Context: an optimization exercise on an open-source flow, tuned for small area, a short achievable clock period and few clock cycles per item. The choices shown serve that exercise and are no tape-out recipe.
Where RTL was checked, it was by simulation tests only, not by an equivalence proof against the original.
No functional check of the RTL was part of run 6.
Power is estimated from default activity; no workload was simulated.

===== design/flow/run.sh =====
#!/bin/bash
# synth_recipe.tcl (not shown) runs the flow's synth.tcl, then flattens the netlist and writes it again
# the make line also repeats each setting of config.mk as NAME=value (left out here)
make -C /OpenROAD-flow-scripts/flow DESIGN_CONFIG=/design/flow/config.mk WORK_HOME=/design/flow/orfs CLKGATE_MAP_FILE= SYNTH_SCRIPT=/design/flow/synth_recipe.tcl finish

===== design/flow/config.mk =====
export PLATFORM = sky130hd
export DESIGN_NAME = dac_waveform_sequencer
export DESIGN_NICKNAME = dac_waveform_sequencer
export VERILOG_FILES = /design/flow/design.v
export SDC_FILE = /design/flow/constraint.sdc
export NUM_CORES = 4
export LEC_CHECK = 0
export ABC_CLOCK_PERIOD_IN_PS = 2300
export CAP_MARGIN = 20
export CORE_MARGIN = 2
export CORE_UTILIZATION = 40
export SETUP_SLACK_MARGIN = 4.2
export SLEW_MARGIN = 20

===== design/flow/constraint.sdc =====
create_clock -name core_clock -period 6.5 [get_ports {clk_i}]
set_input_delay 1.3000 -clock core_clock [delete_from_list [all_inputs] [get_ports {clk_i}]]
set_output_delay 1.3000 -clock core_clock [all_outputs]
set_load 0.01 [all_outputs]

===== design/flow/design.v =====
package dws_pkg;
  localparam int SAMPLE_W     = 8;
  localparam int TIME_W       = 15;
  localparam int TICK_W       = 8;
  localparam int SEG_LIST_W   = 18;
  localparam int SEG_CODE_W   = 3;
  localparam int SEG_CODES    = 6;
  localparam int CFG_INDEX_W  = 3;
  localparam int CFG_DATA_W   = 15;
  localparam logic [TICK_W-1:0] HOLD_TICKS_RESET = 8'd18;
  localparam logic [TICK_W-1:0] UNIT_TICKS_RESET = 8'd20;
  localparam logic [1:0] OP_LOAD  = 2'd0;
  localparam logic [1:0] OP_START = 2'd1;
  localparam logic [1:0] OP_TICK  = 2'd2;
  localparam logic [1:0] OP_NOP   = 2'd3;
endpackage
module dws_store (
  input  logic                           clk_i,
  input  logic                           clr_i,
  input  logic                           we_i,
  input  logic [1:0]                     wr_tbl_i,
  input  logic [4:0]                     wr_idx_i,
  input  logic [dws_pkg::SAMPLE_W-1:0]   wr_data_i,
  input  logic [3:0]                     rd_tbl_i,    
  input  logic [19:2]                    rd_idx_i,    
  output logic [dws_pkg::SAMPLE_W-1:0]   rd_data_o,
  output logic [4*dws_pkg::SAMPLE_W-1:0] first_o,
  output logic [4*dws_pkg::SAMPLE_W-1:0] second_o
);
  localparam int W = dws_pkg::SAMPLE_W;
  logic [W-1:0] t0_q [10];
  logic [W-1:0] t1_q [20];
  logic [W-1:0] t2_q [20];
  logic [W-1:0] t3_q [20];
  logic [W-1:0] wd;
  assign wd = clr_i ? '0 : wr_data_i;
  for (genvar i = 0; i < 10; i++) begin : g_t0
    always_ff @(posedge clk_i) begin
      if (clr_i || (we_i && wr_tbl_i == 2'd0 && wr_idx_i == 5'(i))) t0_q[i] <= wd;
    end
  end
  for (genvar i = 0; i < 20; i++) begin : g_t123
    always_ff @(posedge clk_i) begin
      if (clr_i || (we_i && wr_tbl_i == 2'd1 && wr_idx_i == 5'(i))) t1_q[i] <= wd;
      if (clr_i || (we_i && wr_tbl_i == 2'd2 && wr_idx_i == 5'(i))) t2_q[i] <= wd;
      if (clr_i || (we_i && wr_tbl_i == 2'd3 && wr_idx_i == 5'(i))) t3_q[i] <= wd;
    end
  end
  always_comb begin
    rd_data_o = '0;
    for (int i = 2; i < 10; i++) rd_data_o = rd_data_o | ({W{rd_tbl_i[0] & rd_idx_i[i]}} & t0_q[i]);
    for (int i = 2; i < 20; i++) begin
      rd_data_o = rd_data_o | ({W{rd_tbl_i[1] & rd_idx_i[i]}} & t1_q[i]);
      rd_data_o = rd_data_o | ({W{rd_tbl_i[2] & rd_idx_i[i]}} & t2_q[i]);
      rd_data_o = rd_data_o | ({W{rd_tbl_i[3] & rd_idx_i[i]}} & t3_q[i]);
    end
  end
  assign first_o  = {t3_q[0], t2_q[0], t1_q[0], t0_q[0]};
  assign second_o = {t3_q[1], t2_q[1], t1_q[1], t0_q[1]};
endmodule
module dws_scan (
  input  logic [dws_pkg::SEG_LIST_W-1:0] seg_i,
  input  logic [2:0]                     tnz_i,    
  output logic [dws_pkg::SEG_CODES-1:0]  pl_o,
  output logic                           found_o,  
  output logic                           zft_o,    
  output logic [2:0]                     c1_o      
);
  localparam int N = dws_pkg::SEG_CODES;
  logic [N-1:0] zf, first;
  always_comb begin
    for (int p = 0; p < N; p++) begin
      logic [2:0] c;
      logic fl, nz;
      c  = seg_i[3*p +: 3];
      fl = c[2] && (c[1:0] != 2'd3);
      nz = tnz_i[c[1:0]];
      pl_o[p] = (c != 3'd0) && (!fl || nz);
      zf[p]   = fl && !nz;
    end
  end
  assign first   = pl_o & (~pl_o + N'(1));
  assign found_o = |pl_o;
  always_comb begin
    zft_o = 1'b0;
    c1_o  = '0;
    for (int p = 0; p < N; p++) begin
      if (zf[p] && ((pl_o >> (p + 1)) == '0)) zft_o = 1'b1;
      c1_o = c1_o | ({3{first[p]}} & seg_i[3*p +: 3]);
    end
  end
endmodule
module dws_ctrl (
  input  logic                            clk_i,
  input  logic                            rst_ni,
  input  logic                            proc_i,
  input  logic                            load_i,    
  input  logic                            start_i,
  input  logic                            tick_i,
  input  logic [1:0]                      tsel_i,
  input  logic [4:0]                      idx_i,
  input  logic [dws_pkg::SAMPLE_W-1:0]    val_i,
  input  logic [dws_pkg::SEG_LIST_W-1:0]  seg_i,
  input  logic [dws_pkg::SEG_CODES-1:0]   s_pl_i,
  input  logic                            s_found_i,
  input  logic                            s_zft_i,
  input  logic [2:0]                      s_c1_i,
  input  logic [3*dws_pkg::TIME_W-1:0]    time_i,
  input  logic [3*dws_pkg::SAMPLE_W-1:0]  amp_i,
  input  logic [dws_pkg::TICK_W-1:0]      hold_m1_i,  
  input  logic [dws_pkg::TICK_W-1:0]      unit_m1_i,  
  input  logic [dws_pkg::SAMPLE_W-1:0]    dac_prev_i,
  output logic                            we_o,
  output logic [1:0]                      wr_tbl_o,
  output logic [4:0]                      wr_idx_o,
  output logic [dws_pkg::SAMPLE_W-1:0]    wr_data_o,
  output logic [3:0]                      rd_tbl_o,
  output logic [19:2]                     rd_idx_o,
  input  logic [dws_pkg::SAMPLE_W-1:0]    rd_data_i,
  input  logic [4*dws_pkg::SAMPLE_W-1:0]  first_i,
  input  logic [4*dws_pkg::SAMPLE_W-1:0]  second_i,
  output logic [dws_pkg::SAMPLE_W-1:0]    dac_o,
  output logic                            busy_o,
  output logic                            done_o,
  output logic                            refused_o
);
  localparam int N  = dws_pkg::SEG_CODES;
  localparam int SW = dws_pkg::SAMPLE_W;
  localparam int TW = dws_pkg::TIME_W;
  logic            playing_q;
  logic [3*N-1:0]  act_q;       
  logic [N-1:0]    nxt_q;       
  logic [2:0]      nxc_q;       
  logic            zft_q;       
  logic            flat_q;      
  logic [3:0]      id_q;        
  logic [20:2]     s2_q;        
  logic [SW-1:0]   rdn_q;       
  logic [7:0]      rem_q;       
  logic            exp_q;       
  logic [TW-1:0]   units_q;
  logic            last_q;      
  logic is_load, is_start, is_tick;
  assign is_load  = load_i;
  assign is_start = start_i;
  assign is_tick  = tick_i;
  logic       hz, uz;
  logic [2:0] tone;
  assign hz = (hold_m1_i == '0);
  assign uz = (unit_m1_i == '0);
  always_comb begin
    for (int k = 0; k < 3; k++) tone[k] = (time_i[TW*k +: TW] == TW'(1));
  end
  logic [N-1:0] t_first, t_rest, t_second, s_first, s_rest, s_second;
  logic [2:0]   t_c2, s_c2;
  assign t_first  = nxt_q & (~nxt_q + N'(1));
  assign t_rest   = nxt_q & ~t_first;
  assign t_second = t_rest & (~t_rest + N'(1));
  assign s_first  = s_pl_i & (~s_pl_i + N'(1));
  assign s_rest   = s_pl_i & ~s_first;
  assign s_second = s_rest & (~s_rest + N'(1));
  always_comb begin
    t_c2 = '0;
    s_c2 = '0;
    for (int p = 0; p < N; p++) begin
      t_c2 = t_c2 | ({3{t_second[p]}} & act_q[3*p +: 3]);
      s_c2 = s_c2 | ({3{s_second[p]}} & seg_i[3*p +: 3]);
    end
  end
  logic [2:0]   e_code;
  logic         e_found;
  logic         e_flat;
  logic [1:0]   e_id;
  logic [3:0]   e_id_oh;
  assign e_code  = is_start ? s_c1_i    : nxc_q;
  assign e_found = is_start ? s_found_i : |nxt_q;
  assign e_flat  = e_code[2] && (e_code[1:0] != 2'd3);
  assign e_id    = (e_code == 3'd7) ? 2'd0 : e_code[1:0];
  assign e_id_oh = 4'b0001 << e_id;
  logic [TW-1:0] e_time;
  logic [SW-1:0] e_amp, e_first, e_second;
  logic          e_one;
  always_comb begin
    unique case (e_code[1:0])
      2'd0:    begin e_time = time_i[0 +: TW];    e_amp = amp_i[0 +: SW];    e_one = tone[0]; end
      2'd1:    begin e_time = time_i[TW +: TW];   e_amp = amp_i[SW +: SW];   e_one = tone[1]; end
      default: begin e_time = time_i[2*TW +: TW]; e_amp = amp_i[2*SW +: SW]; e_one = tone[2]; end
    endcase
    e_first  = first_i[SW*e_id +: SW];
    e_second = second_i[SW*e_id +: SW];
  end
  assign rd_tbl_o = id_q;
  assign rd_idx_o = s2_q[19:2];
  assign we_o      = proc_i && is_load && !playing_q;
  assign wr_tbl_o  = tsel_i + 2'd1;
  assign wr_idx_o  = idx_i;
  assign wr_data_o = val_i;
  logic            playing_d, zft_d, flat_d, exp_d, last_d;
  logic [3*N-1:0]  act_d;
  logic [N-1:0]    nxt_d;
  logic [2:0]      nxc_d;
  logic [3:0]      id_d;
  logic [20:2]     s2_d;
  logic [SW-1:0]   rdn_d;
  logic [7:0]      rem_d;
  logic [TW-1:0]   units_d;
  always_comb begin
    logic enter;
    logic zero;
    playing_d = playing_q;
    act_d     = act_q;
    nxt_d     = nxt_q;
    nxc_d     = nxc_q;
    zft_d     = zft_q;
    flat_d    = flat_q;
    id_d      = id_q;
    s2_d      = s2_q;
    rdn_d     = rdn_q;
    rem_d     = rem_q;
    exp_d     = exp_q;
    units_d   = units_q;
    last_d    = last_q;
    enter     = 1'b0;
    zero      = 1'b0;
    dac_o     = dac_prev_i;
    done_o    = 1'b0;
    refused_o = (is_load || is_start) && playing_q;
    if (is_start && !playing_q) begin
      act_d = seg_i;
      zft_d = s_zft_i;
      nxt_d = s_rest;
      nxc_d = s_c2;
      enter = 1'b1;
      zero  = s_zft_i;
    end else if (is_tick && playing_q) begin
      if (!exp_q) begin
        rem_d = rem_q - 8'd1;
        exp_d = (rem_q == 8'd1);
      end else if (!last_q) begin
        if (flat_q) begin
          rem_d   = unit_m1_i;
          exp_d   = uz;
          units_d = units_q - TW'(1);
          last_d  = (units_q == TW'(2));
        end else begin
          rem_d  = hold_m1_i;
          exp_d  = hz;
          s2_d   = {s2_q[19:2], 1'b0};
          last_d = id_q[0] ? s2_q[10] : s2_q[20];
          rdn_d  = rd_data_i;
          dac_o  = rdn_q;
        end
      end else begin
        enter = 1'b1;
        zero  = flat_q || zft_q;
        nxt_d = t_rest;
        nxc_d = t_c2;
      end
    end
    if (enter) begin
      if (e_found) begin
        playing_d = 1'b1;
        flat_d    = e_flat;
        id_d      = e_id_oh;
        s2_d      = 19'd1;
        units_d   = e_time;
        if (e_flat) begin
          rem_d  = unit_m1_i;
          exp_d  = uz;
          last_d = e_one;
          dac_o  = e_amp;
        end else begin
          rem_d  = hold_m1_i;
          exp_d  = hz;
          last_d = 1'b0;
          rdn_d  = e_second;
          dac_o  = e_first;
        end
      end else begin
        playing_d = 1'b0;
        done_o    = 1'b1;
        if (zero) dac_o = '0;
      end
    end
    busy_o = playing_d;
  end
  always_ff @(posedge clk_i or negedge rst_ni) begin
    if (!rst_ni) begin
      playing_q <= 1'b0;
    end else if (proc_i) begin
      playing_q <= playing_d;
    end
  end
  always_ff @(posedge clk_i) begin
    if (proc_i) begin
      act_q   <= act_d;
      nxt_q   <= nxt_d;
      nxc_q   <= nxc_d;
      zft_q   <= zft_d;
      flat_q  <= flat_d;
      id_q    <= id_d;
      s2_q    <= s2_d;
      rdn_q   <= rdn_d;
      rem_q   <= rem_d;
      exp_q   <= exp_d;
      units_q <= units_d;
      last_q  <= last_d;
    end
  end
endmodule
module dac_waveform_sequencer #(
  parameter int TABLE_DEPTH     = 20,
  parameter int SHORT_DEPTH     = 10,
  parameter int SEQUENCE_LENGTH = 6
) (
  input  logic                              clk_i,
  input  logic                              rst_ni,
  input  logic                              in_valid_i,
  output logic                              in_stall_o,
  input  logic [1:0]                        opcode_i,
  input  logic [1:0]                        table_select_i,
  input  logic [4:0]                        sample_index_i,
  input  logic [dws_pkg::SAMPLE_W-1:0]      sample_value_i,
  input  logic [dws_pkg::SEG_LIST_W-1:0]    segment_list_i,
  output logic                              out_valid_o,
  input  logic                              out_stall_i,
  output logic [dws_pkg::SAMPLE_W-1:0]      dac_value_o,
  output logic                              busy_res_o,
  output logic                              sequence_done_o,
  output logic                              refused_o,
  input  logic                              cfg_valid_i,
  output logic                              cfg_ready_o,
  input  logic [dws_pkg::CFG_INDEX_W-1:0]   cfg_index_i,
  input  logic [dws_pkg::CFG_DATA_W-1:0]    cfg_data_i
);
  localparam int SW = dws_pkg::SAMPLE_W;
  localparam int TW = dws_pkg::TIME_W;
  assign cfg_ready_o = 1'b1;
  logic clr_q;
  always_ff @(posedge clk_i or negedge rst_ni) begin
    if (!rst_ni) clr_q <= 1'b1;
    else         clr_q <= 1'b0;
  end
  logic [3*TW-1:0] time_q;
  logic [3*SW-1:0] amp_q;
  logic [2:0]      tnz_q;
  logic [7:0]      hold_q, unit_q;
  logic [7:0]      hold_m1, unit_m1;
  logic [14:0] cd;    
  logic [7:0]  cd_hold, cd_unit;
  logic [7:0]  cwe;
  assign cd      = clr_q ? '0 : cfg_data_i;
  assign cd_hold = clr_q ? dws_pkg::HOLD_TICKS_RESET : cfg_data_i[7:0];
  assign cd_unit = clr_q ? dws_pkg::UNIT_TICKS_RESET : cfg_data_i[7:0];
  always_comb begin
    for (int k = 0; k < 8; k++) cwe[k] = clr_q || (cfg_valid_i && cfg_index_i == 3'(k));
  end
  always_ff @(posedge clk_i) begin
    if (cwe[0]) begin time_q[0 +: TW]    <= cd; tnz_q[0] <= |cd; end
    if (cwe[1]) amp_q[0 +: SW]           <= cd[7:0];
    if (cwe[2]) begin time_q[TW +: TW]   <= cd; tnz_q[1] <= |cd; end
    if (cwe[3]) amp_q[SW +: SW]          <= cd[7:0];
    if (cwe[4]) begin time_q[2*TW +: TW] <= cd; tnz_q[2] <= |cd; end
    if (cwe[5]) amp_q[2*SW +: SW]        <= cd[7:0];
    if (cwe[6]) hold_q                   <= cd_hold;
    if (cwe[7]) unit_q                   <= cd_unit;
  end
  assign hold_m1 = (hold_q == '0) ? '0 : hold_q - 8'd1;
  assign unit_m1 = (unit_q == '0) ? '0 : unit_q - 8'd1;
  logic                             iv_q;
  logic                             stall_q;
  logic                             ov_q;     
  logic                             full_q;   
  logic                             ld_q, st_q, tk_q;   
  logic [dws_pkg::SEG_LIST_W-1:0]   seg_q;
  logic [dws_pkg::SEG_CODES-1:0]    in_pl, s_pl_q;
  logic                             in_found, s_found_q;
  logic                             in_zft, s_zft_q;
  logic [2:0]                       in_c1, s_c1_q;
  logic                             proc;
  logic                             take;
  assign proc = iv_q && !full_q;
  assign take = ov_q && !out_stall_i;
  logic iv_d, ov_d, full_d;
  always_comb begin
    iv_d = stall_q ? iv_q : in_valid_i;
    unique case ({full_q, ov_q})
      2'b00:   begin ov_d = proc;         full_d = 1'b0;          end
      2'b01:   begin ov_d = proc || !take; full_d = proc && !take; end
      default: begin ov_d = 1'b1;         full_d = !take;         end
    endcase
  end
  always_ff @(posedge clk_i or negedge rst_ni) begin
    if (!rst_ni) begin
      iv_q    <= 1'b0;
      stall_q <= 1'b0;
      ov_q    <= 1'b0;
      full_q  <= 1'b0;
    end else begin
      iv_q    <= iv_d;
      stall_q <= iv_d && full_d;
      ov_q    <= ov_d;
      full_q  <= full_d;
    end
  end
  always_ff @(posedge clk_i) begin
    if (!stall_q) begin
      ld_q   <= (opcode_i == dws_pkg::OP_LOAD);
      st_q   <= (opcode_i == dws_pkg::OP_START);
      tk_q   <= (opcode_i == dws_pkg::OP_TICK);
      seg_q  <= (opcode_i == dws_pkg::OP_LOAD)
                ? {3'b000, table_select_i, sample_index_i, sample_value_i}
                : segment_list_i;
      s_pl_q    <= in_pl;
      s_found_q <= in_found;
      s_zft_q   <= in_zft;
      s_c1_q    <= in_c1;
    end
  end
  dws_scan u_scan (
    .seg_i   (segment_list_i),
    .tnz_i   (tnz_q),
    .pl_o    (in_pl),
    .found_o (in_found),
    .zft_o   (in_zft),
    .c1_o    (in_c1)
  );
  assign in_stall_o = stall_q;
  logic               we;
  logic [1:0]         wr_tbl;
  logic [3:0]         rd_tbl;
  logic [4:0]         wr_idx;
  logic [19:2]        rd_idx;
  logic [SW-1:0]      wr_data, rd_data;
  logic [4*SW-1:0]    first, second;
  logic [SW-1:0]      res_dac;
  logic               res_busy, res_done, res_refused;
  logic [SW-1:0]      o_dac_q, f_dac_q;
  logic               o_busy_q, o_done_q, o_ref_q;
  logic               f_busy_q, f_done_q, f_ref_q;
  dws_ctrl u_ctrl (
    .clk_i      (clk_i),
    .rst_ni     (rst_ni),
    .proc_i     (proc),
    .load_i     (ld_q),
    .start_i    (st_q),
    .tick_i     (tk_q),
    .tsel_i     (seg_q[14:13]),
    .idx_i      (seg_q[12:8]),
    .val_i      (seg_q[7:0]),
    .seg_i      (seg_q),
    .s_pl_i     (s_pl_q),
    .s_found_i  (s_found_q),
    .s_zft_i    (s_zft_q),
    .s_c1_i     (s_c1_q),
    .time_i     (time_q),
    .amp_i      (amp_q),
    .hold_m1_i  (hold_m1),
    .unit_m1_i  (unit_m1),
    .dac_prev_i (o_dac_q),
    .we_o       (we),
    .wr_tbl_o   (wr_tbl),
    .wr_idx_o   (wr_idx),
    .wr_data_o  (wr_data),
    .rd_tbl_o   (rd_tbl),
    .rd_idx_o   (rd_idx),
    .rd_data_i  (rd_data),
    .first_i    (first),
    .second_i   (second),
    .dac_o      (res_dac),
    .busy_o     (res_busy),
    .done_o     (res_done),
    .refused_o  (res_refused)
  );
  dws_store u_store (
    .clk_i     (clk_i),
    .clr_i     (clr_q),
    .we_i      (we),
    .wr_tbl_i  (wr_tbl),
    .wr_idx_i  (wr_idx),
    .wr_data_i (wr_data),
    .rd_tbl_i  (rd_tbl),
    .rd_idx_i  (rd_idx),
    .rd_data_o (rd_data),
    .first_o   (first),
    .second_o  (second)
  );
  logic load_o, shift_o, load_f;
  assign load_o  = proc && (!ov_q || take);
  assign shift_o = full_q && take;
  assign load_f  = proc && ov_q && !take;
  always_ff @(posedge clk_i or negedge rst_ni) begin
    if (!rst_ni) begin
      o_dac_q <= '0;
    end else if (load_o) begin
      o_dac_q <= res_dac;
    end else if (shift_o) begin
      o_dac_q <= f_dac_q;
    end
  end
  always_ff @(posedge clk_i) begin
    if (load_o) begin
      o_busy_q <= res_busy;
      o_done_q <= res_done;
      o_ref_q  <= res_refused;
    end else if (shift_o) begin
      o_busy_q <= f_busy_q;
      o_done_q <= f_done_q;
      o_ref_q  <= f_ref_q;
    end
    if (load_f) begin
      f_dac_q  <= res_dac;
      f_busy_q <= res_busy;
      f_done_q <= res_done;
      f_ref_q  <= res_refused;
    end
  end
  assign out_valid_o     = ov_q;
  assign dac_value_o     = o_dac_q;
  assign busy_res_o      = o_busy_q;
  assign sequence_done_o = o_done_q;
  assign refused_o       = o_ref_q;
endmodule

==> results.py, run 1 <==
metrics = {
    "sta": {
        "worst_slack_ps": 3810,
        "rsz0062_at_grt": "yes",
        "tightest_slew_ps": 895,
        "holdWs_ps": 462,
        "fin_skew_ps": 53.8,
        "slew_headroom": 0.403,
        "hold_viol": 0,
        "setup_tns_ps": 0,
        "period_needed_ps": 2690,
        "fin_crit_sh": 0.414,
        "setup_viol": 0,
        "max_freq_mhz": 372,
        "maxSlewViolCount": 0,
    },
    "synth": {
        "synth-edff-count": 772,
        "yosysSeqAreaShare": 0.721,
        "netlist_instances": 2219,
        "synth_area_mm2": 0.0326,
        "synth_nets": 2283,
        "synthTopCellsByArea": "edfxtp_1 71%, a22oi_1 3.2%, a22o_1 2.4%",
        "synth_ff_type": "edfxtp_1",
        "ys_types": 84,
        "netlist.top_cell.by_area": "edfxtp_1",
        "syn_avg_cell_area_um2": 14.7,
        "yosys_register_bits": 786,
        "async_flop_share": 0.0178,
        "ys_warn_count": 8,
        "synth_top_area_frac": 0.711,
    },
    "clocking": {
        "cts_sinks": 786,
        "cts.clk_slew.worst_paths_ps": 60,
        "numCtsBuffers": 82,
        "cts_tree": "yes",
        "clockBufferDepth": 3,
        "clock_latency_ps": 670,
        "hold_buffers": 0,
        "cts.htree.levels": 3,
        "cts_root_buf": "clkbuf_16",
    },
    "placement": {
        "finalWeightedCongestion": 0.905,
        "post-place-ws_ps": 3050,
        "numPortBuffers": 70,
        "dp_hpwl_um": 59300,
    },
    "routing": {
        "route.vias.total": 22100,
        "drt_wl_total_um": 102000,
        "viasPerCell": 6.23,
        "drc": 0,
        "drtIter0Drc": 3121,
        "post_drt_wl_per_cell_um": 28.8,
        "ant_nets": 0,
        "drt_first_pass_iters": 6,
    },
    "critical_path": {
        "crit_cells": 6,
        "crit_family": "compound AO/OA/AOI/OAI gates",
        "max_stage_delay_ps": 680,
        "start_kind": "register",
        "end_kind": "register",
        "reg2reg_from": "u_ctrl.s2_q[4]$_DFFE_PP_",
        "cp.arrival_ps": 3080,
        "critPathKind": "reg2reg",
        "crit_fanout": 5,
        "cp-startpoint": "u_ctrl.s2_q[4]$_DFFE_PP_",
        "reg2reg_depth": 6,
        "slowest_stage": "a222oi_1",
        "crit_buf_inv": 1,
        "required_ps": 6890,
        "cp_cell_sequence": "buf_12 -> a222oi_1 -> nand2_1 -> a221o_1 -> a221oi_4 -> a21boi_1",
    },
    "outcome": {
        "status": "timing/DRC/antenna clean",
    },
    "die": {
        "dieArea_mm2": 0.0839,
        "rows": 104,
        "core_mm2": 0.0807,
        "pin_count": 72,
        "die_h_um": 290,
        "initial_utilization": 0.404,
        "die_w_um": 290,
    },
    "grt": {
        "grt-ovfl-total": 0,
        "grtUsageTotal": 0.237,
        "grt_max_degree": 71,
        "antenna_found_initial": 1,
        "first_global_vias": 21100,
        "grt_pass1_wl_um": 145000,
    },
    "cells_and_area": {
        "post-route-util": 0.502,
        "drive_gt1_frac": 0.240,
        "fillCellCount": 6648,
        "nNetsFinal": 2483,
        "ff_latch_area_mm2": 0.0235,
        "multi_input_area_mm2": 0.00998,
        "synthToLayoutAreaGrowth_pct": 24.1,
    },
    "run": {
        "maxCapViolCount": 0,
    },
    "power": {
        "powerDensity_mw_per_mm2": 353,
        "total_leakage_power_nw": 14.1,
        "vdd.ir_drop.worst_v": 0.000215,
    },
    "hold_path": {
        "hold_start": "seg_q[16]$_SDFFCE_PP0N_",
        "whs_path_depth": 0,
        "hp-class": "reg2reg",
    },
}
## kinds of logic (layout without fill, tap and decap cells)
family	after synthesis	after routing	share of synthesized area
xor gates and xnor gates	24	24	0.00644
and+or+nand+nor	497	500	0.0767
buffers and inverters	170	430	0.0214
AOI/OAI and AO/OA	683	683	0.154
muxes	51	54	0.0176
adders and majority gates	6	6	0.00230
other	2	3	0.000230
DFF	786	786	0.721
## cell type report
| class | instances | area share |
|---|---|---|
| clock inverter | 49 | 0.0152 |
| clock buffer | 101 | 0.0524 |
| sequential | 786 | 0.581 |
| antenna | 1 | 0.0000618 |
| inverter | 25 | 0.00250 |
| multi-input combinational | 1269 | 0.247 |
| timing repair buffer | 255 | 0.0692 |
| tap | 1060 | 0.0328 |
## stage by stage
step                      cell area (um2)  power [W]  instances
after CTS                           39800     0.0141       3500
after global placement              35100    0.00893       3246
after floorplan                     33400    0.00798       2219
after global routing                40500     0.0147       3545
after detailed placement            35100    0.00898       3247
final                               40500     0.0143       3546
## worst paths after layout
path / to / slack, ps
min reg2reg: u_ctrl.act_q[16]$_DFFE_PP_ / 460
max reg2reg: u_ctrl.rdn_q[3]$_DFFE_PP_ / 3810
min in group asynchronous: full_q$_DFF_PN0_ / 1140
max in group asynchronous: u_ctrl.playing_q$_DFFE_PN0P_ / 4750
max: u_ctrl.rdn_q[3]$_DFFE_PP_ / 3810
min: u_ctrl.act_q[16]$_DFFE_PP_ / 460
## repair_timing
item                       in CTS  in global routing
cloned                          6                  4
buffers inserted               97                 41
pin swaps                      65                 38
resized for setup             238                 88
setup endpoints to repair     674                539
## layout by cell type, fill, tap and decap left out, types with 38 or more instances in the layout
| cell type | Yosys | layout |
|---|---|---|
| buf_4 | 1 | 109 |
| buf_12 | 0 | 46 |
| a21oi_1 | 94 | 89 |
| nand3_1 | 39 | 38 |
| edfxtp_1 | 772 | 772 |
| o21ai_0 | 55 | 47 |
| o21bai_4 | 0 | 44 |
| a22o_1 | 88 | 87 |
| nor2_1 | 72 | 62 |
| nor2b_1 | 55 | 41 |
| a221oi_1 | 54 | 41 |
| a22oi_1 | 141 | 129 |
| clkdlybuf4s50_1 | 0 | 40 |
| clkbuf_16 | 0 | 82 |
| nand2_1 | 178 | 171 |
## Yosys cell counts (all sizes together), types with 19 or more instances
cell,instances
edfxtp,772
nand2,179
a22oi,141
clkbuf,96
a21oi,95
a22o,88
o21ai,81
nor2,76
nor2b,55
a221oi,54
buf,49
o21bai,45
nand3,39
mux2,30
nand4,26
a21o,25
inv,25
nor3,25
a31oi,24
a222oi,22
mux2i,21
nor4,19
## registers in the layout, indices dropped and copies added, names as in the netlist, 12 cells and up
name            flops
u_store.t1_q      160
u_store.t2_q      160
u_store.t3_q      160
u_store.t0_q       80
time_q             45
amp_q              24
u_ctrl.s2_q        19
seg_q              18
u_ctrl.units_q     15
u_ctrl.act_q       12
## where the power goes
group          switching (W)  total (W)  internal [W]
Sequential          0.000315    0.00658       0.00626
Clock                0.00203    0.00478       0.00276
Combinational        0.00183    0.00292       0.00109
## layer usage
| layer | part of all wire | GRT usage | up-vias |
|---|---|---|---|
| li1 | - | - | 9356 |
| met1 | 0.40 | 0.333 | 11200 |
| met2 | 0.46 | 0.367 | 1348 |
| met3 | 0.10 | 0.0460 | 226 |
| met4 | 0.040 | 0.0891 | 0 |
| met5 | 0 | 0 | - |
Testbench counts, summed over its fixed seeds: cycles 110,850, items 110,722.
==> run 2: changes to the inputs <==
--- a/design/flow/config.mk
+++ b/design/flow/config.mk
@@ -8,6 +8,7 @@
 export ABC_CLOCK_PERIOD_IN_PS = 2300
 export CAP_MARGIN = 20
 export CORE_MARGIN = 2
-export CORE_UTILIZATION = 40
+export CORE_UTILIZATION = 60
+export PLACE_DENSITY = 0.68
 export SETUP_SLACK_MARGIN = 4.2
 export SLEW_MARGIN = 20
==> run 2 against run 1 <==
- die area shrank 33%
- utilization grew 25 points
- final cell count shrank 9.5%
- non-clock buffer count grew 35
- critical path type unchanged
- clock skew shrank 22 ps
- flip-flop and latch count is the same
- area after synthesis is the same
- via count grew 3.7%
- combinational power grew 9.6%
- highest routed layer unchanged
- clock power shrank 4.6%
- sequential power is essentially flat
==> results.py, run 2 <==
metrics = {
    "run": {
        "maxCapViolCount": 0,
    },
    "routing": {
        "drt_first_pass_iters": 8,
        "drc": 0,
        "post_drt_wl_per_cell_um": 33.0,
        "drt_wl_total_um": 106000,
        "route.vias.total": 22900,
        "drtIter0Drc": 3763,
        "viasPerCell": 7.13,
        "ant_nets": 0,
    },
    "placement": {
        "post-place-ws_ps": 2970,
        "numPortBuffers": 70,
        "dp_hpwl_um": 58300,
        "finalWeightedCongestion": 0.906,
    },
    "cells_and_area": {
        "post-route-util": 0.751,
        "nNetsFinal": 2511,
        "drive_gt1_frac": 0.255,
        "layout_common_cells": "772 x edfxtp_1, 160 x nand2_1, 136 x buf_4, 124 x a22oi_1, 90 x a21oi_1",
        "fillCellCount": 3213,
        "layout_commonest_cell": "edfxtp_1",
        "ff_latch_area_mm2": 0.0235,
        "reg_top3": "u_store.t1_q: 160 flops, u_store.t2_q: 160 flops, u_store.t3_q: 160 flops",
        "multi_input_area_mm2": 0.0100,
        "synthToLayoutAreaGrowth_pct": 23.9,
    },
    "clocking": {
        "cts.htree.levels": 3,
        "cts_root_buf": "clkbuf_16",
        "clock_latency_ps": 650,
        "cts_sinks": 786,
        "clockBufferDepth": 3,
        "cts.clk_slew.worst_paths_ps": 60,
        "numCtsBuffers": 78,
        "cts_tree": "yes",
        "hold_buffers": 0,
    },
    "synth": {
        "async_flop_share": 0.0178,
        "synth_common_cells": "772 x edfxtp_1, 178 x nand2_1, 141 x a22oi_1",
        "netlist.top_cell.by_area": "edfxtp_1",
        "synth_nets": 2283,
        "ys_warn_count": 8,
        "synth_ff_type": "edfxtp_1",
        "synth_top_area_frac": 0.711,
        "ys_types": 84,
        "netlist_instances": 2219,
        "yosysMostFrequentCell": "edfxtp_1",
        "synth_area_mm2": 0.0326,
        "syn_avg_cell_area_um2": 14.7,
        "synth-edff-count": 772,
        "yosys_register_bits": 786,
        "synthTopCellsByArea": "edfxtp_1 71%, a22oi_1 3.2%, a22o_1 2.4%",
        "yosysSeqAreaShare": 0.721,
    },
    "sta": {
        "hold_viol": 0,
        "setup_tns_ps": 0,
        "period_needed_ps": 2560,
        "max_freq_mhz": 391,
        "fin_skew_ps": 31.7,
        "tightest_slew_ps": 922,
        "worst_slack_ps": 3940,
        "maxSlewViolCount": 0,
        "slew_headroom": 0.385,
        "setup_viol": 0,
        "fin_crit_sh": 0.393,
        "rsz0062_at_grt": "yes",
    },
    "die": {
        "core_mm2": 0.0538,
        "rows": 85,
        "die_h_um": 237,
        "dieArea_mm2": 0.0563,
        "initial_utilization": 0.606,
        "pin_count": 72,
        "die_w_um": 237,
    },
    "critical_path": {
        "required_ps": 6880,
        "crit_fanout": 13,
        "critPathKind": "reg2reg",
        "cp.arrival_ps": 2940,
        "end_kind": "register",
        "start_kind": "register",
    },
    "grt": {
        "antenna_found_initial": 1,
        "grtUsageTotal": 0.370,
        "grt_pass1_wl_um": 149000,
        "first_global_vias": 21500,
        "grt_max_degree": 71,
        "grt-ovfl-total": 0,
    },
    "outcome": {
        "status": "timing/DRC/antenna clean",
    },
    "power": {
        "total_leakage_power_nw": 14.4,
        "vdd.ir_drop.worst_v": 0.000289,
        "powerDensity_mw_per_mm2": 355,
    },
    "hold_path": {
        "hp-class": "reg2reg",
    },
}
## run 2: cell counts after synthesis
No cell type changed its count.
## run 2: layout make-up
type                    count  area share
clock buffers              95      0.0509
diodes                      2    0.000124
multi-input cells        1266       0.248
repair buffers            290      0.0821
flip-flops and latches    786       0.582
well taps                 696      0.0215
inverters                  25     0.00257
clock inverters            49      0.0120
## run 2: metrics by stage
stage | instances | hold slack [ps] | total power [W] | instance area, um2
after floorplan | 2219 | 424 | 0.00798 | 33400
after global placement | 2883 | 457 | 0.00891 | 34600
after detailed placement | 2883 | 461 | 0.00896 | 34600
after CTS | 3156 | 478 | 0.0140 | 39500
after global routing | 3207 | 499 | 0.0147 | 40400
final | 3209 | 477 | 0.0144 | 40400
## run 2: where the power goes
part | internal, W | total [W] | switching, W
registers | 0.00626 | 0.00659 | 0.000327
logic | 0.00124 | 0.00320 | 0.00196
clock network | 0.00259 | 0.00456 | 0.00196
total | 0.0101 | 0.0144 | 0.00425
## run 2: final timing paths
path	startpoint	to	slack [ps]	cells past startpoint
min	seg_q[16]$_SDFFCE_PP0N_	u_ctrl.act_q[16]$_DFFE_PP_	480	0
min reg2reg	seg_q[16]$_SDFFCE_PP0N_	u_ctrl.act_q[16]$_DFFE_PP_	480	0
max in group asynchronous	rst_ni	u_ctrl.playing_q$_DFFE_PN0P_	4850	1
max	u_ctrl.s2_q[15]$_DFFE_PP_	u_ctrl.rdn_q[7]$_DFFE_PP_	3940	7
min in group asynchronous	rst_ni	o_dac_q[2]$_DFFE_PN0P_	1110	1
max reg2reg	u_ctrl.s2_q[15]$_DFFE_PP_	u_ctrl.rdn_q[7]$_DFFE_PP_	3940	7
## run 2: repair_timing
action | in CTS | in global routing
cloned | 17 | 4
buffers inserted | 112 | 47
pin swaps | 78 | 49
resized for setup | 278 | 117
setup endpoints to repair | 720 | 528
## run 2: cell families (layout without fill, tap and decap cells)
logic type,after synthesis,after routing,share of synthesized area
XOR/XNOR,24,24,0.00644
other,2,4,0.000230
AO/OA/AOI/OAI,683,683,0.154
adder cells (fa/ha/maj),6,6,0.00230
multiplexers,51,53,0.0176
flip-flops,786,786,0.721
buffers and inverters,170,459,0.0214
AND/OR/NAND/NOR,497,498,0.0767
## run 2: per-layer routing
layer	track usage	vias up	part of all wire
met4	0.134	0	0.037
li1	-	9413	-
met2	0.559	1755	0.45
met3	0.0935	262	0.14
met5	0	-	0
met1	0.528	11500	0.37
## run 2: worst max-delay path, stage by stage, from the launching register on
cell and delay [ps]:
edfxtp_1 450, buf_12 200, a222oi_1 660, inv_1 130, a222oi_1 300, nand2_1 170
nor4_2 240, o22ai_1 120
==> run 3: changes to the inputs <==
--- a/design/flow/config.mk
+++ b/design/flow/config.mk
@@ -5,10 +5,10 @@
 export SDC_FILE = /design/flow/constraint.sdc
 export NUM_CORES = 4
 export LEC_CHECK = 0
-export ABC_CLOCK_PERIOD_IN_PS = 2300
+export ABC_CLOCK_PERIOD_IN_PS = 2500
 export CAP_MARGIN = 20
 export CORE_MARGIN = 2
 export CORE_UTILIZATION = 60
 export PLACE_DENSITY = 0.68
-export SETUP_SLACK_MARGIN = 4.2
+export SETUP_SLACK_MARGIN = 3.95
 export SLEW_MARGIN = 20
==> run 3 against run 2 <==
- still clean on timing, DRC and antenna
- first-iteration DRC count down 16%
- final cell count shrank 3.6%
- utilization is 4.0 points lower
- clock power is 4% lower
- non-clock buffer count shrank 114
- final area is 5.3% lower
- register-to-register slack is essentially flat
- clock skew is 1.6 ps higher
- setup slack got worse by 5.4 ps
- fmax decreased by 0.21%
- area after synthesis is the same
- sequential share of layout area increased by 3.3 points
- highest routed layer unchanged
==> results.py, run 3 <==
metrics = {
    "outcome": {
        "status": "timing/DRC/antenna clean",
    },
    "sta": {
        "hold_viol": 0,
        "fin_skew_ps": 33.3,
        "tightest_slew_ps": 928,
        "max_freq_mhz": 391,
        "rsz0062_at_grt": "yes",
        "period_needed_ps": 2560,
        "fin_crit_sh": 0.394,
        "setup_viol": 0,
        "slew_headroom": 0.380,
        "maxSlewViolCount": 0,
        "setup_tns_ps": 0,
    },
    "grt": {
        "antenna_found_initial": 1,
        "grt_pass1_wl_um": 138000,
        "grtUsageTotal": 0.337,
        "first_global_vias": 20900,
        "grt_max_degree": 79,
        "grt-ovfl-total": 0,
    },
    "placement": {
        "finalWeightedCongestion": 0.899,
        "dp_hpwl_um": 57200,
        "numPortBuffers": 70,
    },
    "cells_and_area": {
        "post-route-util": 0.711,
        "diodes": 0,
        "layout_commonest_cell": "edfxtp_1",
        "synthToLayoutAreaGrowth_pct": 17.3,
        "reg_top3": "u_store.t1_q: 160 flops, u_store.t2_q: 160 flops, u_store.t3_q: 160 flops",
        "drive_gt1_frac": 0.176,
        "nNetsFinal": 2399,
        "layout_common_cells": "772 x edfxtp_1, 172 x nand2_1, 138 x a22oi_1, 92 x a21oi_1, 88 x a22o_1",
        "fillCellCount": 3466,
    },
    "power": {
        "power.switching_fraction": 0.288,
        "intPower_w": 0.00960,
        "powerDensity_mw_per_mm2": 352,
        "total_leakage_power_nw": 13.4,
        "p_switching_w": 0.00388,
        "p_seq_frac": 0.490,
        "vdd.ir_drop.worst_v": 0.000219,
        "p_clk_frac": 0.326,
        "power_frac_comb": 0.184,
    },
    "die": {
        "core_mm2": 0.0538,
        "rows": 85,
        "dieArea_mm2": 0.0563,
        "pin_count": 72,
        "die_w_um": 237,
        "initial_utilization": 0.606,
        "die_h_um": 237,
    },
    "hold_path": {
        "hold_end": "u_ctrl.act_q[17]$_DFFE_PP_",
        "hold_start": "seg_q[17]$_SDFFCE_PP0N_",
        "hp-class": "reg2reg",
        "whs_path_depth": 0,
    },
    "critical_path": {
        "cp_cell_sequence": "buf_4 -> a22o_1 -> a221oi_1 -> nand4_1 -> a211oi_1 -> and4_1 -> o22ai_1",
        "critPathKind": "reg2reg",
        "crit_buf_inv": 1,
        "cp.arrival_ps": 2900,
        "start_kind": "register",
        "reg2reg_from": "u_ctrl.s2_q[17]$_DFFE_PP_",
        "required_ps": 6840,
        "end_kind": "register",
        "max_stage_delay_ps": 360,
        "reg2reg_depth": 7,
        "crit_family": "compound AO/OA/AOI/OAI gates",
        "worst_r2r_endpoint": "u_ctrl.rdn_q[0]$_DFFE_PP_",
        "crit_fanout": 26,
        "slowest_stage": "edfxtp_1",
        "rrSetupSlack_ps": 3940,
    },
    "routing": {
        "drc": 0,
        "drtIter0Drc": 3147,
        "ant_nets": 0,
        "drt_first_pass_iters": 6,
        "wl_met3_um": 10200,
        "wl_met1_um": 35200,
        "drt_wl_total_um": 94900,
        "wl_met2_um": 45600,
        "route.vias.total": 21700,
        "viasPerCell": 7.00,
        "routed.top_layer": "met4",
        "post_drt_wl_per_cell_um": 30.7,
    },
    "synth": {
        "ys_warn_count": 8,
        "synth_top_area_frac": 0.711,
        "async_flop_share": 0.0178,
        "yosys_register_bits": 786,
        "yosysSeqAreaShare": 0.721,
        "synth-edff-count": 772,
        "synth_common_cells": "772 x edfxtp_1, 178 x nand2_1, 141 x a22oi_1",
        "synth_area_mm2": 0.0326,
        "synth_ff_type": "edfxtp_1",
        "netlist.top_cell.by_area": "edfxtp_1",
        "yosysMostFrequentCell": "edfxtp_1",
        "ys_types": 84,
        "netlist_instances": 2219,
        "syn_avg_cell_area_um2": 14.7,
        "synthTopCellsByArea": "edfxtp_1 71%, a22oi_1 3.2%, a22o_1 2.4%",
        "synth_nets": 2283,
    },
    "run": {
        "maxCapViolCount": 0,
    },
    "clocking": {
        "cts_sinks": 786,
        "hold_buffers": 0,
        "cts.clk_slew.worst_paths_ps": 60,
        "cts_tree": "yes",
        "clock_latency_ps": 640,
        "cts.htree.levels": 3,
        "numCtsBuffers": 80,
        "clockBufferDepth": 3,
        "cts_root_buf": "clkbuf_16",
    },
}
-- run 3: worst max path at each step --
| stage | from | to | slack (ps) | cells after the start |
|---|---|---|---|---|
| global placement | segment_list_i[1] | s_c1_q[0]$_DFFE_PN_ | 3150 | 8 |
| finish | u_ctrl.s2_q[17]$_DFFE_PP_ | u_ctrl.rdn_q[0]$_DFFE_PP_ | 3940 | 7 |
| global route | segment_list_i[6] | s_c1_q[1]$_DFFE_PN_ | 3880 | 8 |
| detailed placement | full_q$_DFF_PN0_ | u_store.t3_q[18][6]$_DFFE_PP_ | 3050 | 7 |
| floorplan | clr_q$_DFF_PN1_ | u_store.t0_q[0][0]$_DFFE_PP_ | 3450 | 3 |
| CTS | full_q$_DFF_PN0_ | u_store.t0_q[2][2]$_DFFE_PP_ | 3830 | 4 |
-- run 3: logic make-up after synthesis --
kind of cell,count (synthesis),synth area share
AO/OA/AOI/OAI,683,0.154
XOR/XNOR,24,0.00644
adder cells (fa/ha/maj),6,0.00230
buffers and inverters,170,0.0214
flip-flops,786,0.721
multiplexers,51,0.0176
other,2,0.000230
AND/OR/NAND/NOR,497,0.0767
-- run 3: metrics by stage --
step | hold WS (ps) | setup WS (ps) | instances | cell area (um2) | total power (W)
global placement | 453 | 3150 | 2880 | 34200 | 0.00884
floorplan | 424 | 3450 | 2219 | 32900 | 0.00794
finish | 471 | 3940 | 3094 | 38300 | 0.0135
CTS | 473 | 3830 | 3081 | 37900 | 0.0134
detailed placement | 462 | 3050 | 2880 | 34200 | 0.00890
global route | 493 | 3880 | 3094 | 38300 | 0.0138
-- run 3: repair_timing --
item / CTS / global route
resized for setup: 187 / 73
gates cloned: 3 / 1
buffers inserted: 53 / 12
pin swaps: 29 / 15
endpoints found under the setup margin: 632 / 1096
-- run 3: area by class of cell --
type	count	area, um2	share of cell area
Multi-Input combinational cell	1266	9540	0.249
Sequential cell	786	23500	0.615
Clock inverter	47	319	0.00834
Timing Repair Buffer	176	1770	0.0463
Tap cell	696	871	0.0228
Clock buffer	98	2130	0.0557
Inverter	25	101	0.00265
-- run 3: worst reg2reg max path: stages (launching register included) --
cell	delay, ps
edfxtp_1	360
buf_4	320
a22o_1	290
a221oi_1	280
nand4_1	290
a211oi_1	330
and4_1	310
o22ai_1	110
-- run 3: metal layers --
layer  global-route usage  vias to the layer above
met5                    0                        -
met4                0.124                        0
met3               0.0610                      227
met2                0.550                     1511
met1                0.460                    10700
li1                     -                     9193
-- run 3: power by group through the flow --
stage / Sequential, W / Clock, W / Combinational (W)
finish: 0.00660 / 0.00439 / 0.00248
global route: 0.00664 / 0.00458 / 0.00262
CTS: 0.00658 / 0.00440 / 0.00238
detailed placement: 0.00671 / 0 / 0.00218
global placement: 0.00670 / 0 / 0.00214
floorplan: 0.00654 / 0 / 0.00140
==> run 4: changes to the inputs <==
--- a/design/flow/config.mk
+++ b/design/flow/config.mk
@@ -9,6 +9,8 @@
 export CAP_MARGIN = 20
 export CORE_MARGIN = 2
 export CORE_UTILIZATION = 60
+export CTS_CLUSTER_DIAMETER = 80
+export CTS_CLUSTER_SIZE = 20
 export PLACE_DENSITY = 0.68
-export SETUP_SLACK_MARGIN = 3.95
+export SETUP_SLACK_MARGIN = 4.1
 export SLEW_MARGIN = 20
==> run 4 against run 3 <==
- largest cell class unchanged
- clock power shrank 33%
- highest routed layer is now met5
- final cell count shrank 0.13%
- die area is the same
- combinational power grew 13%
- non-clock buffer count grew 70
- sequential share of layout area grew 0.15 points
==> results.py, run 4 <==
metrics = {
    "routing": {
        "drtIter0Drc": 3480,
        "drc": 0,
        "viasPerCell": 7.14,
        "post_drt_wl_per_cell_um": 31.9,
        "ant_nets": 0,
        "drt_first_pass_iters": 8,
        "drt_wl_total_um": 98500,
        "route.vias.total": 22100,
    },
    "synth": {
        "synthTopCellsByArea": "edfxtp_1 71%, a22oi_1 3.2%, a22o_1 2.4%",
        "synth_top_family_by_area": "compound AO/OA/AOI/OAI gates",
        "netlist_instances": 2219,
        "yosys_register_bits": 786,
        "netlist.top_cell.by_area": "edfxtp_1",
        "synth_nets": 2283,
        "syn_avg_cell_area_um2": 14.7,
        "synth_fa_ha_area_frac": 0.00230,
        "synth_area_mm2": 0.0326,
        "synth_xor_xnor_area_share": 0.00644,
        "synth_compound_gate_area_share": 0.154,
        "synth_top_area_frac": 0.711,
        "async_flop_share": 0.0178,
        "synth_common_cells": "772 x edfxtp_1, 178 x nand2_1, 141 x a22oi_1",
        "synth_ff_type": "edfxtp_1",
        "synth-edff-count": 772,
        "ys_warn_count": 8,
        "yosysSeqAreaShare": 0.721,
        "yosysMostFrequentCell": "edfxtp_1",
        "synthMuxAreaShare": 0.0176,
        "ys_types": 84,
        "synthSimpleGateAreaFrac": 0.0767,
    },
    "critical_path": {
        "max_stage_delay_ps": 700,
        "cp-startpoint": "u_ctrl.s2_q[4]$_DFFE_PP_",
        "rrSetupSlack_ps": 3820,
        "reg2reg_from": "u_ctrl.s2_q[4]$_DFFE_PP_",
        "crit_fanout": 7,
        "required_ps": 6860,
        "crit_family": "compound AO/OA/AOI/OAI gates",
        "critPathKind": "reg2reg",
        "start_kind": "register",
        "worst_r2r_endpoint": "u_ctrl.rdn_q[3]$_DFFE_PP_",
        "slowest_stage": "a222oi_1",
        "cp_cell_sequence": "buf_12 -> a222oi_1 -> nand2_1 -> a221o_1 -> a221oi_4 -> a21boi_1",
        "end_kind": "register",
        "crit_buf_inv": 1,
        "reg2reg_depth": 6,
        "cp.arrival_ps": 3030,
    },
    "die": {
        "core_mm2": 0.0538,
        "pin_count": 72,
        "dieArea_mm2": 0.0563,
        "initial_utilization": 0.606,
        "rows": 85,
        "die_h_um": 237,
        "die_w_um": 237,
    },
    "cells_and_area": {
        "final_area_mm2": 0.0382,
        "layout_commonest_cell": "edfxtp_1",
        "nNetsFinal": 2438,
        "drive_gt1_frac": 0.205,
        "diodes": 0,
        "stdcell_count": 3090,
        "synthToLayoutAreaGrowth_pct": 17.0,
        "layout_common_cells": "772 x edfxtp_1, 169 x nand2_1, 133 x a22oi_1, 110 x buf_4, 91 x a21oi_1",
        "reg_top3": "u_store.t1_q: 160 flops, u_store.t2_q: 160 flops, u_store.t3_q: 160 flops",
        "post-route-util": 0.709,
    },
    "sta": {
        "setup_viol": 0,
        "fin_skew_ps": 37.3,
        "fin_crit_sh": 0.412,
        "maxSlewViolCount": 0,
        "tightest_slew_ps": 970,
        "hold_viol": 0,
        "setup_tns_ps": 0,
        "max_freq_mhz": 373,
        "rsz0062_at_grt": "yes",
        "slew_headroom": 0.352,
        "period_needed_ps": 2680,
    },
    "clocking": {
        "cts.htree.levels": 2,
        "clockBufferDepth": 3,
        "cts_sinks": 786,
        "cts.clk_slew.worst_paths_ps": 90,
        "cts_tree": "yes",
        "hold_buffers": 0,
        "numCtsBuffers": 46,
        "cts_root_buf": "clkbuf_16",
        "clock_latency_ps": 630,
    },
    "hold_path": {
        "hold_end": "u_ctrl.act_q[16]$_DFFE_PP_",
        "hp-class": "reg2reg",
        "whs_path_depth": 0,
        "hold_start": "seg_q[16]$_SDFFCE_PP0N_",
    },
    "grt": {
        "grtUsageTotal": 0.341,
        "top_usage_layer": "met2",
        "first_global_vias": 20800,
        "met3_usage": 0.0734,
        "grt-ovfl-total": 0,
        "grt_pass1_wl_um": 139000,
        "use_met2": 0.521,
        "antenna_found_initial": 1,
        "grt_use_met1": 0.497,
        "grt_max_degree": 72,
    },
    "run": {
        "maxCapViolCount": 0,
    },
    "power": {
        "p_switching_w": 0.00372,
        "p_clk_frac": 0.240,
        "p_seq_frac": 0.532,
        "powerDensity_mw_per_mm2": 323,
        "power.switching_fraction": 0.301,
        "total_leakage_power_nw": 13.3,
        "power_frac_comb": 0.228,
        "intPower_w": 0.00862,
        "vdd.ir_drop.worst_v": 0.000299,
        "power_w": 0.0123,
    },
    "placement": {
        "dp_cells": 2883,
        "finalWeightedCongestion": 0.910,
        "placed_area_mm2": 0.0346,
        "dp_hpwl_um": 57600,
        "numPortBuffers": 70,
    },
    "outcome": {
        "status": "timing/DRC/antenna clean",
    },
}
==> run 4: changes by cell type in the layout (fill, tap and decap cells not counted), moves of 9 or more <==
cell and delta:
buf_4 +37, buf_6 +9, clkbuf_16 -33, buf_12 +15
clkinv_1 -26, clkinv_2 -12
==> run 4: area by class of cell <==
cell class / instances / area (um2)
sequential: 786 / 23500
timing repair buffer: 246 / 2620
tap: 696 / 871
multi-input combinational: 1269 / 9740
inverter: 25 / 101
clock buffer: 61 / 1230
clock inverter: 7 / 75.1
fill: 3458 / 15600
==> run 4: repair_timing <==
action | 4_1_cts | 5_1_grt
endpoints found under the hold margin | 0 | 0
cloned | 6 | 6
resized for setup | 186 | 107
setup buffers | 76 | 51
pin swaps | 48 | 40
setup endpoints to repair | 746 | 631
==> run 4: metal layers <==
metal / share of wire / up-vias
li1: - / 9233
met1: 0.39 / 11100
met2: 0.45 / 1537
met3: 0.13 / 216
met4: 0.033 / 4
met5: 0.00038 / -
==> run 4: worst register-to-register path, delay by kind of cell, from the launching register on <==
kind            cells  cell delay, ps
compound gates      4            1570
flops               1             440
simple gates        1             210
buf+inv             1             180
==> run 4: kinds of logic after synthesis <==
| family | Yosys count |
|---|---|
| AND/OR/NAND/NOR | 497 |
| other | 2 |
| multiplexers | 51 |
| XOR/XNOR | 24 |
| adder cells (fa/ha/maj) | 6 |
| buffers and inverters | 170 |
| AO/OA/AOI/OAI | 683 |
| flip-flops | 786 |
==> run 4: power groups by stage <==
stage               sequential (W)  clock [W]  combinational (W)
floorplan                  0.00654          0            0.00143
global placement           0.00669          0            0.00222
detailed placement         0.00670          0            0.00224
CTS                        0.00655    0.00297            0.00254
global route               0.00661    0.00312            0.00294
finish                     0.00657    0.00296            0.00281
==> run 4: worst max-delay path by stage <==
stage,end,slack [ps],depth (start not counted)
finish,u_ctrl.rdn_q[3]$_DFFE_PP_,3820,6
floorplan,u_store.t0_q[0][0]$_DFFE_PP_,3450,3
CTS,u_ctrl.rdn_q[3]$_DFFE_PP_,3950,6
global route,u_ctrl.rdn_q[1]$_DFFE_PP_,3890,7
global placement,s_c1_q[0]$_DFFE_PN_,3090,7
detailed placement,s_c1_q[0]$_DFFE_PN_,3070,7
==> run 4: stage by stage <==
step | hold slack (ps) | setup WS, ps
floorplan | 424 | 3450
global placement | 451 | 3090
detailed placement | 450 | 3070
CTS | 462 | 3950
global route | 477 | 3890
finish | 458 | 3820
==> run 5: changes to the inputs <==
--- a/design/flow/config.mk
+++ b/design/flow/config.mk
@@ -9,8 +9,8 @@
 export CAP_MARGIN = 20
 export CORE_MARGIN = 2
 export CORE_UTILIZATION = 60
-export CTS_CLUSTER_DIAMETER = 80
-export CTS_CLUSTER_SIZE = 20
+export CTS_CLUSTER_DIAMETER = 60
+export CTS_CLUSTER_SIZE = 24
 export PLACE_DENSITY = 0.68
 export SETUP_SLACK_MARGIN = 4.1
 export SLEW_MARGIN = 20
==> run 5 against run 4 <==
- non-clock buffer count increased by 1
- utilization increased by 0.32 points
- die area unchanged
- flip-flop and latch count unchanged
- fmax increased by 0.51%
- critical endpoint unchanged
- largest cell class unchanged
- highest routed layer is now met4
==> results.py, run 5 <==
metrics = {
    "outcome": {
        "status": "timing/DRC/antenna clean",
    },
    "critical_path": {
        "cp_cell_sequence": "buf_12 -> a222oi_1 -> nand2_1 -> a221o_1 -> a221oi_4 -> a21boi_1",
        "critPathKind": "reg2reg",
        "reg2reg_from": "u_ctrl.s2_q[4]$_DFFE_PP_",
        "reg2reg_depth": 6,
        "worst_r2r_endpoint": "u_ctrl.rdn_q[3]$_DFFE_PP_",
        "end_kind": "register",
        "max_stage_delay_ps": 730,
        "slowest_stage": "a222oi_1",
        "crit_fanout": 5,
        "required_ps": 6850,
        "rrSetupSlack_ps": 3830,
        "cp.arrival_ps": 3020,
        "start_kind": "register",
    },
    "die": {
        "core_mm2": 0.0538,
        "initial_utilization": 0.606,
        "rows": 85,
        "die_h_um": 237,
        "dieArea_mm2": 0.0563,
        "die_w_um": 237,
        "pin_count": 72,
    },
    "cells_and_area": {
        "drive_gt1_frac": 0.212,
        "nNetsFinal": 2438,
        "reg_top3": "u_store.t1_q: 160 flops, u_store.t2_q: 160 flops, u_store.t3_q: 160 flops",
        "layout_common_cells": "772 x edfxtp_1, 166 x nand2_1, 130 x a22oi_1, 112 x buf_4, 92 x a21oi_1",
        "diodes": 0,
        "layout_commonest_cell": "edfxtp_1",
        "post-route-util": 0.713,
        "fillCellCount": 3468,
        "synthToLayoutAreaGrowth_pct": 17.6,
        "final_area_mm2": 0.0383,
    },
    "synth": {
        "synth_nets": 2283,
        "synth_ff_type": "edfxtp_1",
        "ys_warn_count": 8,
        "yosys_register_bits": 786,
        "yosysSeqAreaShare": 0.721,
        "synth_common_cells": "772 x edfxtp_1, 178 x nand2_1, 141 x a22oi_1",
        "synthTopCellsByArea": "edfxtp_1 71%, a22oi_1 3.2%, a22o_1 2.4%",
        "netlist.top_cell.by_area": "edfxtp_1",
        "async_flop_share": 0.0178,
        "netlist_instances": 2219,
        "synth_top_area_frac": 0.711,
        "yosysMostFrequentCell": "edfxtp_1",
        "syn_avg_cell_area_um2": 14.7,
        "synth_area_mm2": 0.0326,
        "ys_types": 84,
        "synth-edff-count": 772,
    },
    "routing": {
        "drt_first_pass_iters": 8,
        "viasPerCell": 7.16,
        "ant_nets": 0,
        "drt_wl_total_um": 98900,
        "route.vias.total": 22200,
        "drc": 0,
        "post_drt_wl_per_cell_um": 31.9,
        "drtIter0Drc": 3355,
    },
    "sta": {
        "rsz0062_at_grt": "yes",
        "setup_viol": 0,
        "holdWs_ps": 463,
        "period_needed_ps": 2670,
        "fin_crit_sh": 0.410,
        "fin_skew_ps": 48.6,
        "setup_tns_ps": 0,
        "max_freq_mhz": 375,
        "tightest_slew_ps": 949,
        "slew_headroom": 0.366,
        "maxSlewViolCount": 0,
        "worst_slack_ps": 3830,
        "hold_viol": 0,
    },
    "run": {
        "maxCapViolCount": 0,
    },
    "grt": {
        "grtUsageTotal": 0.340,
        "grt_pass1_wl_um": 139000,
        "antenna_found_initial": 0,
        "first_global_vias": 20600,
        "grt_max_degree": 72,
        "grt-ovfl-total": 0,
    },
    "clocking": {
        "cts.htree.levels": 2,
        "hold_buffers": 0,
        "clock_latency_ps": 640,
        "cts_sinks": 786,
        "cts_root_buf": "clkbuf_16",
        "cts.clk_slew.worst_paths_ps": 90,
        "numCtsBuffers": 45,
        "clockBufferDepth": 3,
        "cts_tree": "yes",
    },
    "power": {
        "powerDensity_mw_per_mm2": 328,
        "intPower_w": 0.00874,
        "power.switching_fraction": 0.305,
        "p_clk_frac": 0.251,
        "p_switching_w": 0.00383,
        "p_seq_frac": 0.522,
        "total_leakage_power_nw": 13.4,
        "vdd.ir_drop.worst_v": 0.000285,
        "power_frac_comb": 0.228,
    },
    "placement": {
        "post-place-ws_ps": 3070,
        "placed_area_mm2": 0.0346,
        "numPortBuffers": 70,
        "finalWeightedCongestion": 0.910,
        "dp_hpwl_um": 57600,
    },
    "hold_path": {
        "whs_path_depth": 0,
        "hold_start": "seg_q[16]$_SDFFCE_PP0N_",
        "hold_end": "u_ctrl.act_q[16]$_DFFE_PP_",
        "hp-class": "reg2reg",
    },
}
## run 5: cell counts after synthesis
Identical to the previous run, type by type.
## run 5: kinds of logic after synthesis
kind of cell	synth area share
fa+ha+maj	0.00230
xor+xnor	0.00644
other cells	0.000230
mux	0.0176
simple gates	0.0767
buf+inv	0.0214
compound gates	0.154
flops	0.721
## run 5: final cells by class
| type | instances | area [um2] | area share |
|---|---|---|---|
| Multi-Input combinational cell | 1269 | 9760 | 0.255 |
| Inverter | 25 | 101 | 0.00264 |
| Clock buffer | 48 | 1140 | 0.0297 |
| Timing Repair Buffer | 247 | 2620 | 0.0683 |
| Tap cell | 696 | 871 | 0.0227 |
| Sequential cell | 786 | 23500 | 0.614 |
| Clock inverter | 25 | 319 | 0.00832 |
## run 5: how the worst max path moves through the flow
stage / start / end / cells past startpoint
after floorplan: clr_q$_DFF_PN1_ / u_store.t0_q[0][0]$_DFFE_PP_ / 3
after global placement: segment_list_i[1] / s_c1_q[0]$_DFFE_PN_ / 7
after detailed placement: segment_list_i[1] / s_c1_q[0]$_DFFE_PN_ / 7
after CTS: u_ctrl.s2_q[4]$_DFFE_PP_ / u_ctrl.rdn_q[3]$_DFFE_PP_ / 6
after global routing: u_ctrl.s2_q[4]$_DFFE_PP_ / u_ctrl.rdn_q[3]$_DFFE_PP_ / 6
final: u_ctrl.s2_q[4]$_DFFE_PP_ / u_ctrl.rdn_q[3]$_DFFE_PP_ / 6
## run 5: through the flow
step / cells / power [W]
final: 3096 / 0.0126
after global routing: 3096 / 0.0129
after CTS: 3032 / 0.0123
after detailed placement: 2883 / 0.00895
after global placement: 2883 / 0.00890
after floorplan: 2219 / 0.00796
## run 5: power groups by stage
stage | clock network (W) | registers (W) | logic (W)
floorplan | 0 | 0.00654 | 0.00143
global placement | 0 | 0.00669 | 0.00222
detailed placement | 0 | 0.00670 | 0.00224
CTS | 0.00316 | 0.00655 | 0.00254
global route | 0.00332 | 0.00660 | 0.00299
finish | 0.00315 | 0.00656 | 0.00286
## run 5: worst max-delay path: cells and delay by family, from the launching register on
kind,cells,cell delay (ps)
AOI/OAI and AO/OA,4,1550
buffers and inverters,1,190
DFF,1,440
and+or+nand+nor,1,220
## run 5: metal layers
layer  up-vias  share of wire  global-route usage
li1       9229              -                   -
met1     11100           0.39               0.496
met2      1616           0.45               0.520
met3       198           0.13              0.0802
met4         0          0.030              0.0959
met5         -              0                   0
## run 5: timing repair
action	CTS	global route
setup buffers	69	57
pin swaps	41	50
setup endpoints to repair	746	499
resized for setup	190	108
gates cloned	7	7
==> run 6: changes to the inputs <==
--- a/design/flow/design.v
+++ b/design/flow/design.v
@@ -372,6 +372,9 @@
   logic                             ov_q;     
   logic                             full_q;   
   logic                             ld_q, st_q, tk_q;   
+  logic [1:0]                       tsel_q;
+  logic [4:0]                       idx_q;
+  logic [SW-1:0]                    val_q;
   logic [dws_pkg::SEG_LIST_W-1:0]   seg_q;
   logic [dws_pkg::SEG_CODES-1:0]    in_pl, s_pl_q;
   logic                             in_found, s_found_q;
@@ -408,9 +411,10 @@
       ld_q   <= (opcode_i == dws_pkg::OP_LOAD);
       st_q   <= (opcode_i == dws_pkg::OP_START);
       tk_q   <= (opcode_i == dws_pkg::OP_TICK);
-      seg_q  <= (opcode_i == dws_pkg::OP_LOAD)
-                ? {3'b000, table_select_i, sample_index_i, sample_value_i}
-                : segment_list_i;
+      tsel_q <= table_select_i;
+      idx_q  <= sample_index_i;
+      val_q  <= sample_value_i;
+      seg_q  <= segment_list_i;
       s_pl_q    <= in_pl;
       s_found_q <= in_found;
       s_zft_q   <= in_zft;
@@ -445,9 +449,9 @@
     .load_i     (ld_q),
     .start_i    (st_q),
     .tick_i     (tk_q),
-    .tsel_i     (seg_q[14:13]),
-    .idx_i      (seg_q[12:8]),
-    .val_i      (seg_q[7:0]),
+    .tsel_i     (tsel_q),
+    .idx_i      (idx_q),
+    .val_i      (val_q),
     .seg_i      (seg_q),
     .s_pl_i     (s_pl_q),
     .s_found_i  (s_found_q),
==> design/flow/config.mk (replaced) <==
export PLATFORM = sky130hd
export DESIGN_NAME = dac_waveform_sequencer
export DESIGN_NICKNAME = dac_waveform_sequencer
export VERILOG_FILES = /design/flow/design.v
export SDC_FILE = /design/flow/constraint.sdc
export NUM_CORES = 4
export LEC_CHECK = 0
export ABC_CLOCK_PERIOD_IN_PS = 2300
export CAP_MARGIN = 20
export CORE_MARGIN = 2
export CORE_UTILIZATION = 40
export SETUP_SLACK_MARGIN = 4.2
export SLEW_MARGIN = 20
==> run 6 against run 5 <==
- final area increased by 9.8%
- synthesized cell count increased by 1.3%
- area after synthesis is 0.97% higher
- critical path type is now reg2out
- power rose by 16%
- still clean on timing, DRC and antenna
- critical path depth fell by 5
- clock-buffer cell count rose by 47
- highest routed layer unchanged
- register-to-register slack better by 140 ps
==> results.py, run 6 <==
metrics = {
    "sta": {
        "setup_viol": 0,
        "fin_skew_ps": 43.0,
        "period_needed_ps": 2540,
        "maxSlewViolCount": 0,
        "hold_viol": 0,
        "slew_headroom": 0.321,
    },
    "critical_path": {
        "worst_r2r_endpoint": "u_ctrl.rdn_q[0]$_DFFE_PP_",
        "reg2reg_depth": 8,
        "critPathKind": "reg2out",
        "rrSetupSlack_ps": 3970,
        "crit_cells": 1,
        "max_stage_delay_ps": 440,
        "crit_buf_inv": 1,
    },
    "routing": {
        "drt_wl_total_um": 110000,
        "route.vias.total": 23000,
        "viasPerCell": 6.32,
        "ant_nets": 0,
    },
    "clocking": {
        "clock_latency_ps": 650,
        "cts_tree": "yes",
        "cts_sinks": 798,
        "cts.clk_slew.worst_paths_ps": 60,
        "numCtsBuffers": 81,
        "cts_root_buf": "clkbuf_16",
    },
    "placement": {
        "finalWeightedCongestion": 0.896,
        "dp_hpwl_um": 60300,
        "numPortBuffers": 70,
    },
    "synth": {
        "synth-edff-count": 784,
        "syn_avg_cell_area_um2": 14.7,
        "synth_top_area_frac": 0.715,
        "yosysSeqAreaShare": 0.725,
        "synth_nets": 2312,
        "netlist_instances": 2248,
        "synth_common_cells": "784 x edfxtp_1, 167 x nand2_1, 154 x a22oi_1",
    },
    "cells_and_area": {
        "layout_common_cells": "784 x edfxtp_1, 157 x nand2_1, 157 x buf_4, 134 x a22oi_1, 84 x clkbuf_16",
        "nNetsFinal": 2578,
        "fillCellCount": 6600,
        "layout_commonest_cell": "edfxtp_1",
    },
    "power": {
        "total_leakage_power_nw": 15.0,
        "powerDensity_mw_per_mm2": 346,
    },
    "die": {
        "rows": 105,
        "pin_count": 72,
        "core_mm2": 0.0818,
        "dieArea_mm2": 0.0847,
        "die_h_um": 291,
    },
    "grt": {
        "first_global_vias": 22200,
        "antenna_found_initial": 1,
        "grt-ovfl-total": 0,
    },
    "outcome": {
        "status": "timing/DRC/antenna clean",
    },
    "run": {
        "maxCapViolCount": 0,
    },
}
==> run 6: changes by cell type in the layout (fill, tap and decap cells not counted), moves of 19 or more <==
cell,change
a21oi_1,-27
a221oi_1,-19
buf_12,+23
buf_4,+45
clkbuf_16,+35
mux2_2,-21
nand3_1,+22
o21ai_1,-19
==> run 6: worst min-delay path by stage <==
stage,slack (ps),startpoint,depth (start not counted),endpoint
CTS,460,seg_q[15]$_DFFE_PN_,0,u_ctrl.act_q[15]$_DFFE_PP_
global route,470,seg_q[12]$_DFFE_PN_,0,u_ctrl.act_q[12]$_DFFE_PP_
finish,460,seg_q[12]$_DFFE_PN_,0,u_ctrl.act_q[12]$_DFFE_PP_
floorplan,430,s_zft_q$_SDFFCE_PP1N_,0,u_ctrl.zft_q$_DFFE_PP_
detailed placement,440,seg_q[15]$_DFFE_PN_,0,u_ctrl.act_q[15]$_DFFE_PP_
global placement,440,seg_q[12]$_DFFE_PN_,0,u_ctrl.act_q[12]$_DFFE_PP_
==> run 6: final cells by class <==
type,instances,area (um2),area share
clock buffer,95,2080,0.0494
clock inverter,52,529,0.0126
inverter,32,141,0.00336
multi-input combinational,1279,10400,0.246
sequential,798,23900,0.568
tap,1070,1340,0.0318
timing repair buffer,322,3750,0.0890
==> run 6: stage by stage <==
stage                     std cells   util  setup slack (ps)  total power [W]
after floorplan                2248      -              3450          0.00803
after global placement         3280  0.435              3130          0.00900
after detailed placement       3280  0.435              2990          0.00905
after CTS                      3594  0.502              3940           0.0142
after global routing           3648  0.514              3930           0.0150
final                          3648  0.514              3960           0.0146
==> run 6: power breakdown <==
part	internal, W	switching (W)
Combinational	0.00130	0.00197
Clock	0.00259	0.00203
Sequential	0.00634	0.000329
==> run 6: repair_timing <==
| action | 4_1_cts | 5_1_grt |
|---|---|---|
| resized for setup | 285 | 135 |
| gates cloned | 17 | 6 |
| pin swaps | 92 | 71 |
| setup buffers | 150 | 48 |
| endpoints found under the setup margin | 761 | 397 |
==> run 6: kinds of logic after synthesis <==
logic type / Yosys count / share of synthesized area
AO/OA/AOI/OAI: 675 / 0.152
buffers and inverters: 178 / 0.0209
XOR/XNOR: 25 / 0.00665
flip-flops: 798 / 0.725
AND/OR/NAND/NOR: 526 / 0.0801
adder cells (fa/ha/maj): 6 / 0.00228
other: 2 / 0.000228
multiplexers: 38 / 0.0122
==> run 6: routing by layer <==
metal,track usage,share of wire,vias up
li1,-,-,9619
met1,0.343,0.39,11700
met4,0.108,0.050,0
met3,0.0488,0.10,292
met2,0.389,0.45,1414
met5,0,0,-

Check on run 6: ideal ports give 3.956 ns setup slack; a clkbuf_16 on the clock port and buf_2 on the inputs give 3.889 ns; moving port delays by the midpoint clock arrival (0.698 ns) as well gives 3.538 ns.
